From an optimization exercise on the open Yosys and OpenROAD flow, aimed at small area and a short achievable clock period; shortcuts taken in it are not production practice.
The RTL was checked by simulation tests, not by an equivalence proof against the original design.
Power and IR drop assume default switching activity.

run A:
## neuron_pe
module neuron_pe
(
	input  logic     clock,
	input  logic     reset,
	input  logic [2:0]  ctrl,
	input  logic        output_ctrl,
	input  logic [31:0] data_in,
	output logic [31:0] data_out,
	output logic     data_out_valid
);
Size in the first run: ~2600 cells after synthesis, ~1000 flip-flops, about 71 I/O pins.
clock: 8.0 ns
lec_check: 0
cap_margin: 20
core_margin: 2
core_utilization: 40
cts_buf_list: sky130_fd_sc_hd__clkbuf_8
cts_cluster_diameter: 45
cts_cluster_size: 18
setup_slack_margin: 4.5
slew_margin: 20
synth_hierarchical: 1
synth_minimum_keep_size: 0
tns_end_percent: 1
standard.sh (not shown) runs the stock make flow with config.mk's settings and CLKGATE_MAP_FILE= SYNTH_SCRIPT=/design/flow/synth_recipe.tcl, a recipe that flattens the netlist after the stock synthesis.
==> flow/flow/run.sh <==
#!/bin/bash
# Layout flow: the standard layout (standard.sh, ORFS), with
# - the pins of the combinational input-to-output path placed next to each
#   other (flow/io_group.tcl, run just before ORFS places the pins);
# - plain buffers (buf_1) as the port buffers, which the resizer then sizes,
#   instead of the delay cells buffer_ports picks by default.
set -euo pipefail
here=$(pwd)
cts="-sink_clustering_enable -repair_clock_nets -sink_clustering_size 18 -sink_clustering_max_diameter 45 -buf_list sky130_fd_sc_hd__clkbuf_8 -dont_use_dummy_load"
bash standard.sh finish \
	PRE_IO_PLACEMENT_TCL="$here/flow/io_group.tcl" \
	CTS_ARGS="$cts" \
	BUFFER_PORTS_ARGS="-inputs -outputs -buffer_cell sky130_fd_sc_hd__buf_1" \
	> "$here/standard.log" 2>&1
==> flow/flow/io_group.tcl <==
# The only input-to-output path, ctrl and output_ctrl to data_out_valid,
# is purely combinational; keep its five pins next to each other so that
# their port buffers and the gate between them sit together.
set_io_pin_constraint -group -order -pin_names {ctrl[0] ctrl[1] ctrl[2] output_ctrl data_out_valid}
Looking at the reports, run A completed the entire flow and the layout it produced met the timing, DRC and antenna checks.
[inputs] run B vs run A
-- flow/flow/run.sh --
<<< run A, line 8
here=$(pwd)
cts="-sink_clustering_enable -repair_clock_nets -sink_clustering_size 18 -sink_clustering_max_diameter 45 -buf_list sky130_fd_sc_hd__clkbuf_8 -dont_use_dummy_load"
bash standard.sh finish \
>>> run B, line 8
here=$(pwd)
cts="-sink_clustering_enable -repair_clock_nets -sink_clustering_size 20 -sink_clustering_max_diameter 50 -buf_list sky130_fd_sc_hd__clkbuf_8 -dont_use_dummy_load"
bash standard.sh finish \
-- flow/config.mk --
<<< run A, line 11
export CTS_BUF_LIST = sky130_fd_sc_hd__clkbuf_8
export CTS_CLUSTER_DIAMETER = 45
export CTS_CLUSTER_SIZE = 18
export SETUP_SLACK_MARGIN = 4.5
>>> run B, line 11
export CTS_BUF_LIST = sky130_fd_sc_hd__clkbuf_8
export CTS_CLUSTER_DIAMETER = 50
export CTS_CLUSTER_SIZE = 20
export SETUP_SLACK_MARGIN = 4.5
## What came out
Changes observed in run B relative to run A: clock share of power now sits lower, number of clock buffers inserted by TritonCTS now sits lower, via count now sits lower, average cell area after synthesis now sits at about the same level, final wirelength now sits lower.
On run B: standby leakage power is 0.49% lower than what run A gave.
The final cell count was comparable across run A and run B.
Design area down about 0.33% in run B wrt run A
Run B vs. run A: clock input transition at the sequential cells of the worst setup and hold paths went up by 30 ps.
Worst-case setup margin in the final layout: run B vs run A, no meaningful difference
Input-level comparison between run C and run B:
-- flow/flow/run.sh --
<<< run B, line 8
here=$(pwd)
cts="-sink_clustering_enable -repair_clock_nets -sink_clustering_size 20 -sink_clustering_max_diameter 50 -buf_list sky130_fd_sc_hd__clkbuf_8 -dont_use_dummy_load"
bash standard.sh finish \
>>> run C, line 8
here=$(pwd)
cts="-sink_clustering_enable -repair_clock_nets -sink_clustering_size 18 -sink_clustering_max_diameter 45 -buf_list sky130_fd_sc_hd__clkbuf_8 -dont_use_dummy_load"
bash standard.sh finish \
-- flow/config.mk --
<<< run B, line 11
export CTS_BUF_LIST = sky130_fd_sc_hd__clkbuf_8
export CTS_CLUSTER_DIAMETER = 50
export CTS_CLUSTER_SIZE = 20
export SETUP_SLACK_MARGIN = 4.5
export SLEW_MARGIN = 20
>>> run C, line 11
export CTS_BUF_LIST = sky130_fd_sc_hd__clkbuf_8
export CTS_CLUSTER_DIAMETER = 45
export CTS_CLUSTER_SIZE = 18
export SETUP_SLACK_MARGIN = 4.35
export SLEW_MARGIN = 20
## What came out
Cmp run B and run C / maximum resistive drop on vdd / higher: run B
On setup slack on the worst flop-to-flop path, run B beats run C.
Run C ended with less via count than run B.
In run C relative to run B, number of inserted filler cells in the final layout had gone down slightly.
Status: final cell utilization of the core parity (run B, run C)
| worst hold margin | higher: run B |
Power went up slightly going from run B to run C.
> inputs changed (run C -> run D)
-- flow/flow/run.sh --
<<< run C, line 8
here=$(pwd)
cts="-sink_clustering_enable -repair_clock_nets -sink_clustering_size 18 -sink_clustering_max_diameter 45 -buf_list sky130_fd_sc_hd__clkbuf_8 -dont_use_dummy_load"
bash standard.sh finish \
>>> run D, line 8
here=$(pwd)
cts="-sink_clustering_enable -repair_clock_nets -sink_clustering_size 16 -sink_clustering_max_diameter 40 -buf_list sky130_fd_sc_hd__clkbuf_8 -dont_use_dummy_load"
bash standard.sh finish \
-- flow/config.mk --
<<< run C, line 11
export CTS_BUF_LIST = sky130_fd_sc_hd__clkbuf_8
export CTS_CLUSTER_DIAMETER = 45
export CTS_CLUSTER_SIZE = 18
export SETUP_SLACK_MARGIN = 4.35
export SLEW_MARGIN = 20
>>> run D, line 11
export CTS_BUF_LIST = sky130_fd_sc_hd__clkbuf_8
export CTS_CLUSTER_DIAMETER = 40
export CTS_CLUSTER_SIZE = 16
export SETUP_SLACK_MARGIN = 4.5
export SLEW_MARGIN = 20
--- outcome ---
Compared with run C, in run D clock-buffer cell count picked up an extra 7; clock skew now smaller; via density per instance rose by 0.036. Run D ended up with a higher count of inserted antenna diode cells than run C did.

Another version of the RTL of neuron_pe (not shown whole).
Size: ~2,900 cells after synthesis, about 1,000 flip-flops, ~45,000 um2 of cells after synthesis.
export LEC_CHECK = 0
export CAP_MARGIN = 20
export CORE_MARGIN = 2
export CORE_UTILIZATION = 40
export CTS_BUF_LIST = sky130_fd_sc_hd__clkbuf_4 sky130_fd_sc_hd__clkbuf_8
export CTS_CLUSTER_DIAMETER = 50
export CTS_CLUSTER_SIZE = 20
export SETUP_SLACK_MARGIN = 4.5
export SLEW_MARGIN = 20
export TNS_END_PERCENT = 1
create_clock -name core_clock -period 8.0 [get_ports {clock}]
==> flow/flow/run.sh <==
#!/bin/bash
# Layout flow: the standard layout (standard.sh, ORFS), with the pins
# of the combinational input-to-output path placed next to each other
# (flow/io_group.tcl, run just before ORFS places the pins).
set -euo pipefail
here=$(pwd)
bash standard.sh finish PRE_IO_PLACEMENT_TCL="$here/flow/io_group.tcl" > "$here/standard.log" 2>&1
Scripts as last shown in full above: flow/flow/io_group.tcl
==> next run, changes <==
==> flow/flow/run.sh (replaced) <==
#!/bin/bash
# Layout flow: the standard layout (standard.sh, ORFS), with
# - the pins of the combinational input-to-output path placed next to each
#   other (flow/io_group.tcl, run just before ORFS places the pins);
# - plain buffers (buf_2) as the port buffers, which the resizer then sizes,
#   instead of the delay cells buffer_ports picks by default.
set -euo pipefail
here=$(pwd)
cts="-sink_clustering_enable -repair_clock_nets -sink_clustering_size 20 -sink_clustering_max_diameter 50 -buf_list sky130_fd_sc_hd__clkbuf_8 -dont_use_dummy_load"
bash standard.sh finish \
	PRE_IO_PLACEMENT_TCL="$here/flow/io_group.tcl" \
	CTS_ARGS="$cts" \
	BUFFER_PORTS_ARGS="-inputs -outputs -buffer_cell sky130_fd_sc_hd__buf_2" \
	> "$here/standard.log" 2>&1
CAP_MARGIN = 0   (was 20)
CTS_BUF_LIST = sky130_fd_sc_hd__clkbuf_8   (was sky130_fd_sc_hd__clkbuf_4 sky130_fd_sc_hd__clkbuf_8)
PLACE_DENSITY = 0.75   (was default)
SLEW_MARGIN = 0   (was 20)
Result:
- cell area went down by a few percent
- power went down by roughly a tenth
- synthesized area is unchanged
- wire length went down by a few percent
- synthesized cell count stays the same
- first-iteration DRC count went up by a quarter to a third
- maximum frequency went down slightly
- cell count went down by a few percent
- utilization went down by 1.7 points
- via count went up slightly
==> next run, changes <==
--- a/flow/flow/run.sh
+++ b/flow/flow/run.sh
@@ -8,3 +8,3 @@
 here=$(pwd)
-cts="-sink_clustering_enable -repair_clock_nets -sink_clustering_size 20 -sink_clustering_max_diameter 50 -buf_list sky130_fd_sc_hd__clkbuf_8 -dont_use_dummy_load"
+cts="-sink_clustering_enable -repair_clock_nets -sink_clustering_size 12 -sink_clustering_max_diameter 35 -buf_list {sky130_fd_sc_hd__clkbuf_4 sky130_fd_sc_hd__clkbuf_8} -dont_use_dummy_load"
 bash standard.sh finish \
CAP_MARGIN = 20   (was 0)
PLACE_DENSITY = default   (was 0.75)
SLEW_MARGIN = 20   (was 0)
After rerunning:
- The new run produced a clean layout
- area after synthesis stays the same
- utilization is higher by 1.1 points
- die area does not change
- via count barely changes
==> next run, changes <==
--- a/flow/flow/run.sh
+++ b/flow/flow/run.sh
@@ -8,3 +8,3 @@
 here=$(pwd)
-cts="-sink_clustering_enable -repair_clock_nets -sink_clustering_size 12 -sink_clustering_max_diameter 35 -buf_list {sky130_fd_sc_hd__clkbuf_4 sky130_fd_sc_hd__clkbuf_8} -dont_use_dummy_load"
+cts="-sink_clustering_enable -repair_clock_nets -sink_clustering_size 20 -sink_clustering_max_diameter 50 -buf_list sky130_fd_sc_hd__clkbuf_8 -dont_use_dummy_load"
 bash standard.sh finish \
CAP_MARGIN = 0   (was 20)
GPL_TIMING_DRIVEN = 0   (was default)
SLEW_MARGIN = 0   (was 20)
This time the run reached the layout checks and failed them: max-capacitance violations, max-slew violations.
Design area increases by 0.56%.
Clock power is lower by 21%.
Routed wire length climbs by 11%.
==> next run, changes <==
CAP_MARGIN = 20   (was 0)
GPL_TIMING_DRIVEN = default   (was 0)
SLEW_MARGIN = 20   (was 0)
TNS_END_PERCENT = 0   (was 1)
Effect: Now the flow finished with timing, DRC and antenna clean; utilization is lower by 1.1 points; routed wire length is lower by 12%; synthesized cell count stays the same; total power is lower by 0.52%; count of clock-buffer cells in the layout is higher by 3; combinational power is lower by 15%.
==> next run, changes <==
--- a/flow/flow/run.sh
+++ b/flow/flow/run.sh
@@ -4,3 +4,3 @@
 #   other (flow/io_group.tcl, run just before ORFS places the pins);
-# - plain buffers (buf_2) as the port buffers, which the resizer then sizes,
+# - plain buffers (buf_1) as the port buffers, which the resizer then sizes,
 #   instead of the delay cells buffer_ports picks by default.
@@ -12,3 +12,3 @@
 	CTS_ARGS="$cts" \
-	BUFFER_PORTS_ARGS="-inputs -outputs -buffer_cell sky130_fd_sc_hd__buf_2" \
+	BUFFER_PORTS_ARGS="-inputs -outputs -buffer_cell sky130_fd_sc_hd__buf_1" \
 	> "$here/standard.log" 2>&1
TNS_END_PERCENT = 1   (was 0)
Effect:
- total power is lower by 0.86%
- utilization is about the same
- setup slack gets better by 0.067 ns
- maximum frequency rises by 1.8%

port drivers added, routing unchanged:
The results above use ideal ports. As a check the final layouts listed here were re-extracted and re-timed, cells and wires unchanged.
Step 1 sets driving cells, clkbuf_16 on the clock port and buf_2 on the other inputs (assumed; they add their load-dependent delay and slew).
Step 2 adds t to the input delays and takes it off the output delays; t is the mean of the earliest and latest rising clock arrival at the registers after step 1. Input paths then give back, and output paths get back, about the clock's delay inside the block.
Slacks: no drivers / after step 1 / after step 2; pairs: no drivers / after step 1.
| run | shift t [ns] | setup slack, ns | hold slack, ns | worst setup path at the end | latest minus earliest clock arrival (ns) |
|---|---|---|---|---|---|
| run A | 0.802 | 4.294 / 4.244 / 3.662 | 0.489 / 0.489 / 0.489 | input to register | 0.149 / 0.149 |
| run B | 0.806 | 4.292 / 4.242 / 3.635 | 0.491 / 0.491 / 0.491 | input to register | 0.149 / 0.150 |
| run C | 0.792 | 4.300 / 4.252 / 3.655 | 0.478 / 0.478 / 0.478 | input to register | 0.146 / 0.146 |
| run D | 0.806 | 4.294 / 4.244 / 3.672 | 0.490 / 0.490 / 0.490 | input to register | 0.125 / 0.126 |
| the first run of note 2 | 0.853 | 4.303 / 4.264 / 3.602 | 0.462 / 0.462 / 0.462 | input to register | 0.078 / 0.077 |
| the second run of note 2 | 0.755 | 4.271 / 4.270 / 3.777 | 0.437 / 0.437 / 0.437 | input to register | 0.118 / 0.118 |
| the third run of note 2 | 0.866 | 4.291 / 4.243 / 3.766 | 0.463 / 0.463 / 0.463 | input to register | 0.140 / 0.141 |
| the fourth run of note 2 | 0.833 | 4.242 / 4.203 / 4.015 | 0.506 / 0.506 / 0.506 | input to register | 0.154 / 0.154 |
| the fifth run of note 2 | 0.818 | 4.228 / 4.207 / 3.759 | 0.463 / 0.463 / 0.463 | input to register | 0.152 / 0.152 |
| the sixth run of note 2 | 0.789 | 4.295 / 4.257 / 3.763 | 0.455 / 0.455 / 0.455 | input to register | 0.117 / 0.117 |
For the first run of note 2, which loses most, drivers alone change the setup slack by -0.039 ns; drivers and shift together by -0.701 ns.
